Source: an optimization exercise on an open RTL-to-GDS flow (aim: small area, a short achievable clock period and few clock cycles per item). Production flows keep margins and buffers that such runs may drop.
Only simulation tests tie the RTL to the original design; equivalence was not proved.

## 11-01
## pressure_rolling_average
module pressure_rolling_average (
    input  logic         clk,
    input  logic         rst_n,
    input  logic         s_tvalid,
    output logic         s_tready,
    input  logic [15:0]  s_tdata,    
    output logic         m_tvalid,
    input  logic         m_tready,
    output logic [39:0]  m_tdata,    
    output logic         m_tuser,    
    input  logic         cfg_valid,
    output logic         cfg_ready,
    input  logic [1:0]   cfg_index,
    input  logic [12:0]  cfg_data
);
    localparam int KA1 = 2;      
    localparam int KA2 = 2;      
    localparam int NE  = 5;
    function automatic int qsteps(input int j);
        qsteps = (j < 4) ? 2 : 1;
    endfunction
    function automatic int asteps(input int j);
        case (j)
            0:       asteps = 2;
            1:       asteps = 2;
            default: asteps = 0;
        endcase
    endfunction
    logic [5:0]  win_reg;
    logic [1:0]  model_reg;
    logic [12:0] ref_reg;
    logic [9:0]  off_reg;
    logic        win_wr, off_wr, g_wr;
    logic [1:0]  gmodel;
    assign cfg_ready = 1'b1;
    assign win_wr    = cfg_valid && (cfg_index == 2'd0);
    assign off_wr    = cfg_valid && (cfg_index == 2'd3);
    assign g_wr      = cfg_valid && ((cfg_index == 2'd1) || (cfg_index == 2'd2));
    assign gmodel    = (cfg_valid && (cfg_index == 2'd1)) ? cfg_data[1:0] : model_reg;
    always_ff @(posedge clk or negedge rst_n)
    begin
        if (!rst_n)
        begin
            win_reg   <= 6'd8;
            model_reg <= 2'd1;
            ref_reg   <= 13'd5000;
            off_reg   <= 10'd0;
        end
        else if (cfg_valid)
        begin
            case (cfg_index)
                2'd0:    win_reg   <= (cfg_data[5:0] == 6'd0) ? 6'd1 :
                                      (cfg_data[5:0] > 6'd32) ? 6'd32 : cfg_data[5:0];
                2'd1:    model_reg <= cfg_data[1:0];
                2'd2:    ref_reg   <= cfg_data[12:0];
                default: off_reg   <= cfg_data[9:0];
            endcase
        end
    end
    logic        out_v;
    logic        adv;
    logic        busy_r, busy_p;
  ...
Size in the first run: about 5400 cells after synthesis, ~80 I/O pins, ~0.063 sq mm of cells after synthesis.
export LEC_CHECK = 0
export CAP_MARGIN = 20
export CORE_MARGIN = 2
export CORE_UTILIZATION = 40
export SETUP_SLACK_MARGIN = 3.0
export SLEW_MARGIN = 20
create_clock -name core_clock -period 8.5 [get_ports {clk}]
run.sh (not shown) runs the stock make flow with config.mk's settings and CLKGATE_MAP_FILE= SYNTH_SCRIPT=/design/flow/synth_recipe.tcl, a recipe that flattens the netlist after the stock synthesis.
Testbench counts of 11-01, summed over its fixed seeds: cycles 5,843, items 4,835.
The following lists how 04-27 was set up differently from 11-01:
--- a/flow/design.v
+++ b/flow/design.v
@@ -8,14 +8,15 @@
     input  logic               clk,
     input  logic               rst_n,
     input  logic               adv,
     input  logic               load,        
     input  logic [9:0]         sample,
     input  logic               win_wr,      
     input  logic [5:0]         win,         
+    input  logic [5:0]         win_nx,      
     input  logic               off_wr,      
     input  logic [9:0]         off,
     input  logic               uload,       
     input  logic [12:0]        ref_mv,
     output logic               busy,        
     output logic               vc,
     output logic [14:0]        sum,
@@ -49,53 +50,55 @@
     logic        ng_reg;
     logic [5:0]  nx_reg;
     logic [23:0] bctl_nx;
     assign busy  = dstep;
     assign sub   = (fill == win);
     assign nnew  = sub ? win : (fill + 6'd1);
     assign old   = old_r;
-    assign slot_nx = (6'(slot) + 6'd1 >= win) ? 5'd0 : (slot + 5'd1);
     always_ff @(posedge clk)
     begin
         if (load)
         begin
             old_r <= (win == 6'd1) ? sample : ring_mem[slot_nx];
         end
     end
     always_ff @(posedge clk or negedge rst_n)
     begin
         if (!rst_n)
         begin
             vb   <= 1'b0;
             vc   <= 1'b0;
             slot <= '0;
+            slot_nx <= 5'd1;
             fill <= '0;
             dcnt <= '0;
             dstep <= 1'b0;
         end
         else
         begin
             if (adv)
             begin
                 vb <= load;
                 vc <= vb;
             end
             if (win_wr)
             begin
-                slot  <= '0;
+                slot    <= '0;
+                slot_nx <= (win_nx == 6'd1) ? 5'd0 : 5'd1;
                 fill  <= '0;
                 dcnt  <= '0;
                 dstep <= 1'b0;
             end
             else
             begin
                 if (load)
                 begin
-                    slot <= slot_nx;
-                    fill <= nnew;
+                    slot    <= slot_nx;
+                    slot_nx <= (6'(slot_nx) + 6'd1 >= win) ? 5'd0 : (slot_nx + 5'd1);
+                    fill    <= nnew;
                 end
                 if (off_wr)
                 begin
                     dcnt  <= fill;
                     dstep <= (fill != 6'd0);
                 end
                 else if (dstep)
@@ -393,14 +396,17 @@
     endfunction
     logic [5:0]  win_reg;
     logic [1:0]  model_reg;
     logic [12:0] ref_reg;
     logic [9:0]  off_reg;
     logic        win_wr, off_wr, g_wr;
     logic [1:0]  gmodel;
+    logic [5:0]  win_nx;
+    assign win_nx = (cfg_data[5:0] == 6'd0) ? 6'd1 :
+                    (cfg_data[5:0] > 6'd32) ? 6'd32 : cfg_data[5:0];
     assign cfg_ready = 1'b1;
     assign win_wr    = cfg_valid && (cfg_index == 2'd0);
     assign off_wr    = cfg_valid && (cfg_index == 2'd3);
     assign g_wr      = cfg_valid && ((cfg_index == 2'd1) || (cfg_index == 2'd2));
     assign gmodel    = (cfg_valid && (cfg_index == 2'd1)) ? cfg_data[1:0] : model_reg;
     always_ff @(posedge clk or negedge rst_n)
     begin
@@ -410,16 +416,15 @@
             model_reg <= 2'd1;
             ref_reg   <= 13'd5000;
             off_reg   <= 10'd0;
         end
         else if (cfg_valid)
         begin
             case (cfg_index)
-                2'd0:    win_reg   <= (cfg_data[5:0] == 6'd0) ? 6'd1 :
-                                      (cfg_data[5:0] > 6'd32) ? 6'd32 : cfg_data[5:0];
+                2'd0:    win_reg   <= win_nx;
                 2'd1:    model_reg <= cfg_data[1:0];
                 2'd2:    ref_reg   <= cfg_data[12:0];
                 default: off_reg   <= cfg_data[9:0];
             endcase
         end
     end
     logic        out_v;
@@ -470,14 +475,15 @@
         .clk    (clk),
         .rst_n  (rst_n),
         .adv    (adv),
         .load   (p_load),
         .sample (p_data),
         .win_wr (win_wr),
         .win    (win_reg),
+        .win_nx (win_nx),
         .off_wr (off_wr),
         .off    (off_reg),
         .uload  (uload),
         .ref_mv (ref_reg),
         .busy   (busy_r),
         .vc     (vc),
         .sum    (sum_c),
Findings:
In terms of area of all placed cells without fillers, 04-27 and 11-01 differ only marginally.
Between 11-01 and 04-27, longest individual stage delay on the worst path is higher for 04-27, 11-01 comes in under that.
11-01 -> 04-27: placeable core region increased slightly
Delta (04-27 minus 11-01): filler cell count shows no meaningful change.
04-27 vs. 11-01: number of design-rule violations left by the first detailed-router iteration went down by 60.
Testbench counts of 04-27, summed over its fixed seeds: cycles 5,843, items 4,835.

* * *

## rev 12
pressure_rolling_average, a different RTL version from the one above (not shown whole).
For scale: ~5400 cells after synthesis, roughly 1000 flip-flops, ~80 I/O pins.
clock: 8.5 ns
lec_check: 0
cap_margin: 20
core_margin: 2
core_utilization: 40
setup_slack_margin: 4.6
slew_margin: 20
Testbench counts of rev 12, summed over its fixed seeds: cycles 5,923, items 4,835.
Edits applied to the flow inputs when going from rev 12 to rev 13:
--- a/flow/design.v
+++ b/flow/design.v
@@ -510,25 +510,21 @@
     pra_ndiv #(.WW(14), .NST(KA1)) u_adiv1 (.n(n_c), .st_i(a_c), .st_o(a_c2));
     logic        v_d1, neg_d1, full_d1;
     logic [5:0]  n_d1;
     logic [7:0]  n3_d1;
     logic [18:0] a_d1, a_d1x;
     logic [18:0] a_d1m;
     pra_ndiv4 #(.WW(14), .NST(KA2)) u_adiv2 (.n(n_d1), .n3(n3_d1), .st_i(a_d1), .st_o(a_d1m));
     pra_ndiv  #(.WW(14), .NST(1))   u_adiv3 (.n(n_d1), .st_i(a_d1m), .st_o(a_d1x));
-    logic        ovf_d1x, zf_d1x;
-    assign ovf_d1x = (v_mul[23:18] >= n_d1);
-    assign zf_d1x  = neg_d1 && (v_mul[23:5] == '1);
     logic        v_d2, neg_d2, full_d2;
     logic [5:0]  n_d2;
     logic [7:0]  n3_d2;
     logic [18:0] a_d2;
-    logic [22:0] q_d2;
-    logic        ovf_d2, zf_d2;
+    logic [23:0] q_d2;      
     always_ff @(posedge clk or negedge rst_n)
     begin
         if (!rst_n)
         begin
             v_d1 <= 1'b0;
             v_d2 <= 1'b0;
         end
         else if (adv)
@@ -546,19 +542,17 @@
             n_d1    <= n_c;
             n3_d1   <= {2'b00, n_c} + {1'b0, n_c, 1'b0};
             a_d1    <= a_c2;
             neg_d2  <= neg_d1;
             full_d2 <= full_d1;
             n_d2    <= n_d1;
             n3_d2   <= n3_d1;
             a_d2    <= a_d1x;
-            q_d2    <= v_mul[22:0];
-            ovf_d2  <= ovf_d1x;
-            zf_d2   <= zf_d1x;
+            q_d2    <= v_mul;
         end
     end
     logic [NE:0]        ve;
     logic [NE*23-1:0]   q_st;
     logic [NE*19-1:0]   a_st;
     logic [NE*6-1:0]    n_e;
     logic [NE*8-1:0]    n3_e;
     logic [NE-1:0]      ovf_e, neg_e, full_e, zf_e;
@@ -571,19 +565,19 @@
         logic [7:0]  n3_in;
         logic [22:0] q_in, q_out;
         logic [18:0] a_in, a_out;
         logic        ovf_in, neg_in, full_in, zf_in;
         if (j == 0)
         begin : g_first
             assign n_in    = n_d2;
             assign n3_in   = n3_d2;
-            assign ovf_in  = ovf_d2;
-            assign zf_in   = zf_d2;
-            assign q_in    = q_d2;
+            assign ovf_in  = (q_d2[23:18] >= n_d2);
+            assign zf_in   = neg_d2 && (q_d2[23:5] == '1);
+            assign q_in    = q_d2[22:0];
             assign a_in    = a_d2;
             assign neg_in  = neg_d2;
             assign full_in = full_d2;
         end
         else
         begin : g_next
             assign n_in    = n_e[(j-1)*6 +: 6];
             assign n3_in   = n3_e[(j-1)*8 +: 8];
==> results.txt <==
Share of the yosys chip area belonging to registers was higher in the run labelled rev 12. Between rev 13 and rev 12, the effective utilization at floorplan does not differ in any meaningful way. The post-layout minimum cycle time number comes out lower for rev 12 vs rev 13. For fraction of met3 tracks used by global routing, rev 13 and rev 12 come out practically identical.
Testbench counts of rev 13, summed over its fixed seeds: cycles 5,923, items 4,835.

-- what the ideal ports hide --
In the flow no input, the clock included, has a driving cell. The finished layouts below were timed again as built, in two steps. Step 1 (the two cells are an assumption about what drives the block):
set clk [get_ports {clk}]
set_driving_cell -lib_cell sky130_fd_sc_hd__clkbuf_16 $clk
set_driving_cell -lib_cell sky130_fd_sc_hd__buf_2 [delete_from_list [all_inputs] $clk]
Step 2 also shifts input and output timing later by t, the mid clock arrival at the registers, as if the neighbouring blocks saw the same clock. Slacks: ideal / step 1 / step 2; pairs: ideal / step 1.
run | shift t [ns] | setup WS [ns] | pins driven straight from the clock port
11-01 | 0.818 | 3.229 / 3.229 / 2.825 | 1
04-27 | 0.832 | 3.275 / 3.328 / 2.496 | 1
rev 12 | 0.826 | 4.445 / 4.445 / 3.871 | 1
rev 13 | 0.820 | 4.361 / 4.361 / 3.813 | 1
After both steps setup and hold are still met in every run listed. For 04-27, which loses most, drivers alone change the setup slack by +0.053 ns; drivers and shift together by -0.779 ns.
